Context: an optimization exercise on an open-source flow, tuned for small area and a short achievable clock period. The choices shown serve that exercise and are no tape-out recipe.
Function was checked by simulation only, so behaviour that the tests miss may differ from the original.
Power and IR drop assume default switching activity.

== JK ==
// aixh_mxc_upper_hchain
module aixh_mxc_upper_hchain
#(
    parameter int               NTILE         = 8,
    parameter int               CWIDTH        = 32,
    parameter int               DWIDTH        = 64,
    parameter int               FIFO_DEPTH    = 4,
    parameter logic [NTILE-1:0] REPEATER_MASK = 8'b10101010
) (
    input  logic                      aixh_core_clk2x,
    input  logic                      aixh_core_rstn,
    input  logic                      i_fwd_vld,
    input  logic [CWIDTH-1:0]         i_fwd_cmd,
    output logic [NTILE-1:0]          o_tile_cmd_vld,
    output logic [NTILE*CWIDTH-1:0]   o_tile_cmd,
    input  logic [NTILE-1:0]          i_tile_bwd_vld,
    input  logic [NTILE*DWIDTH-1:0]   i_tile_bwd_dat,
    output logic                      o_bwd_vld,
    output logic [DWIDTH-1:0]         o_bwd_dat,
    output logic [$clog2(NTILE)-1:0]  o_bwd_tid,
    input  logic                      i_bwd_rdy,
    output logic [NTILE-1:0]          o_ovf,
    input  logic                      i_ovf_clr
);
For scale: ~2400 flip-flops, ~900 I/O pins.
export LEC_CHECK = 0
export CAP_MARGIN = 20
export CORE_MARGIN = 2
export CORE_UTILIZATION = 55
export CTS_CLUSTER_DIAMETER = 100
export CTS_CLUSTER_SIZE = 25
export SETUP_SLACK_MARGIN = 2.9
export SLEW_MARGIN = 20
export SYNTH_HIERARCHICAL = 1
export SYNTH_MINIMUM_KEEP_SIZE = 0
create_clock -name core_clock -period 5.5 [get_ports {aixh_core_clk2x}]
standard.sh (not shown) runs the stock make flow with config.mk's settings and CLKGATE_MAP_FILE= SYNTH_SCRIPT=/design/flow/synth_recipe.tcl, a recipe that flattens the netlist after the stock synthesis.
==> flow/flow/run.sh <==
#!/bin/bash
# Standard ORFS layout, except that the port buffers buffer_ports inserts are
# plain sky130_fd_sc_hd__buf_2 cells instead of the resizer's default pick
# (a slow clkdlybuf4s50 delay cell). Every port still gets its own buffer;
# timing repair may upsize it later as usual.
set -euo pipefail
export BUFFER_PORTS_ARGS="-buffer_cell sky130_fd_sc_hd__buf_2"
bash standard.sh finish > flow.log 2>&1
JK finished every step from synthesis to the final layout, and the layout passed the timing, design-rule and antenna checks.
Here is what was changed in the inputs of MS compared with JK.
-- flow/design.v --
<<< JK, line 87
    localparam int NSLICE = 4;
    localparam int SW     = DWIDTH / NSLICE;
    for (genvar k = 0; k < DEPTH; k++) begin : g_ent
        logic wsel;
>>> MS, line 87
    localparam int NSLICE = 4;
    localparam int SW     = DWIDTH / NSLICE;
    logic [NSLICE-1:0] room_s;
    for (genvar s = 0; s < NSLICE; s++) begin : g_room
        aixh_mxc_upper_room u_room (
            .full (full),
            .load (load),
            .gnt  (gnt),
            .y    (room_s[s])
        );
    end
    for (genvar k = 0; k < DEPTH; k++) begin : g_ent
        logic wsel;
<<< JK, line 94
            aixh_mxc_upper_and2 u_we (
                .a (wsel),
                .b (room),
                .y (we)
            );
>>> MS, line 103
            aixh_mxc_upper_and2 u_we (
                .a (wsel),
                .b (room_s[s]),
                .y (we)
            );
<<< JK, line 102
        end
    end
endmodule
module aixh_mxc_upper_and2 (
>>> MS, line 111
        end
    end
endmodule
module aixh_mxc_upper_room (
    input  logic full,
    input  logic load,
    input  logic gnt,
    output logic y
);
    assign y = ~full | (load & gnt);
endmodule
module aixh_mxc_upper_and2 (
<<< JK, line 187
            .push   (i_tile_bwd_vld[x]),
            .wdat   (i_tile_bwd_dat[x*DWIDTH +: DWIDTH]),
            .load    (load_fifo),
            .gnt     (grant[x]),
            .gnt_load(grant_if_load[x]),
>>> MS, line 204
            .push   (i_tile_bwd_vld[x]),
            .wdat   (i_tile_bwd_dat[x*DWIDTH +: DWIDTH]),
            .load    (load_fifo[x]),
            .gnt     (grant[x]),
            .gnt_load(grant_if_load[x]),
<<< JK, line 207
    logic [DWIDTH-1:0] sel_dat;
    logic [TIDW-1:0]   sel_tid;
    logic load_fifo;
    logic load_sel;
    logic load_hold;
    aixh_mxc_upper_ornb u_load_en   (.a (out_vld), .b (i_bwd_rdy), .y (load_en));
    aixh_mxc_upper_ornb u_load_fifo (.a (out_vld), .b (i_bwd_rdy), .y (load_fifo));
    aixh_mxc_upper_ornb u_load_sel  (.a (out_vld), .b (i_bwd_rdy), .y (load_sel));
    aixh_mxc_upper_ornb u_load_hold (.a (out_vld), .b (i_bwd_rdy), .y (load_hold));
>>> MS, line 224
    logic [DWIDTH-1:0] sel_dat;
    logic [TIDW-1:0]   sel_tid;
    logic [NTILE-1:0] load_fifo;    
    logic load_sel;
    logic load_hold;
    aixh_mxc_upper_ornb u_load_en   (.a (out_vld), .b (i_bwd_rdy), .y (load_en));
    for (genvar x = 0; x < NTILE; x++) begin : g_load_fifo
        aixh_mxc_upper_ornb u_load_fifo (.a (out_vld), .b (i_bwd_rdy), .y (load_fifo[x]));
    end
    aixh_mxc_upper_ornb u_load_sel  (.a (out_vld), .b (i_bwd_rdy), .y (load_sel));
    aixh_mxc_upper_ornb u_load_hold (.a (out_vld), .b (i_bwd_rdy), .y (load_hold));
<<< JK, line 272
            end
        end
        aixh_mxc_upper_mux2 u_hold (
            .s  (load_sel),
            .d0 (out_dat[b]),
            .d1 (~&grp_n),
            .y  (sel_dat[b])
        );
    end
>>> MS, line 291
            end
        end
        aixh_mxc_upper_slot_bit #(.N(NGRP)) u_slot (
            .load  (load_sel),
            .q     (out_dat[b]),
            .grp_n (grp_n),
            .y     (sel_dat[b])
        );
    end
<<< JK, line 335
    assign o_ovf     = ovf_q;
endmodule
module aixh_mxc_upper_mux2 (
    input  logic s,
>>> MS, line 354
    assign o_ovf     = ovf_q;
endmodule
module aixh_mxc_upper_slot_bit #(
    parameter int N = 11
) (
    input  logic         load,
    input  logic         q,
    input  logic [N-1:0] grp_n,
    output logic         y
);
    assign y = load ? ~&grp_n : q;
endmodule
module aixh_mxc_upper_mux2 (
    input  logic s,
[summary]
Area of all sequential standard cells: JK vs MS — no meaningful difference
Per the comparison of MS with JK, area of the die did not really move; iteration-0 DRC count of the detailed router shows an increase of about 9%; maximum frequency dropped 2.2%.
The higher number of cells on the worst reg-to-reg path came out of JK.
In the metrics for JK and MS, the one carrying the higher count of clock-buffer cells in the layout is JK.
Between JK and MS, the final total power is higher for JK.
Taking JK as the reference point, the share of total power in combinational logic of MS falls by 3.3 points.
In terms of clock transition at the register clock pins on the worst setup and hold paths after CTS, MS and JK differ only marginally.
MS — via total after detailed routing 4.3% higher, JK as reference
From JK to MS the numbers moved as follows: post-placement worst setup slack saw a decrease, synthesized area saw little to no change.
Taking JK as the reference point, the number of detailed-route iterations in the first pass of MS rises by 1.
JK leaves more setup margin than MS.

==> what the ideal ports hide <==
The flow's constraints put no driver on any port. The routed layouts listed below were extracted and timed again, unchanged, in two steps.
Step 1: set_driving_cell puts a clkbuf_16 on aixh_core_clk2x and a buf_2 on each other input, an assumption about the parent block.
Step 2 also shifts input and output timing later by t, the mid clock arrival at the registers, as if the neighbouring blocks saw the same clock.
Slacks: ideal ports / drivers / drivers and shift; pairs: ideal ports / drivers.
| run | t (ns) | slack for setup (ns) | worst register clock-pin slew, ns |
|---|---|---|---|
| JK | 0.843 | 2.829 / 2.829 / 2.135 | 0.11 / 0.11 |
| MS | 0.858 | 2.770 / 2.770 / 1.963 | 0.11 / 0.11 |
After both steps setup and hold are still met in every run listed. The setup slack of MS, which loses most, moves by 0.000 ns with the drivers and by -0.807 ns with both steps.
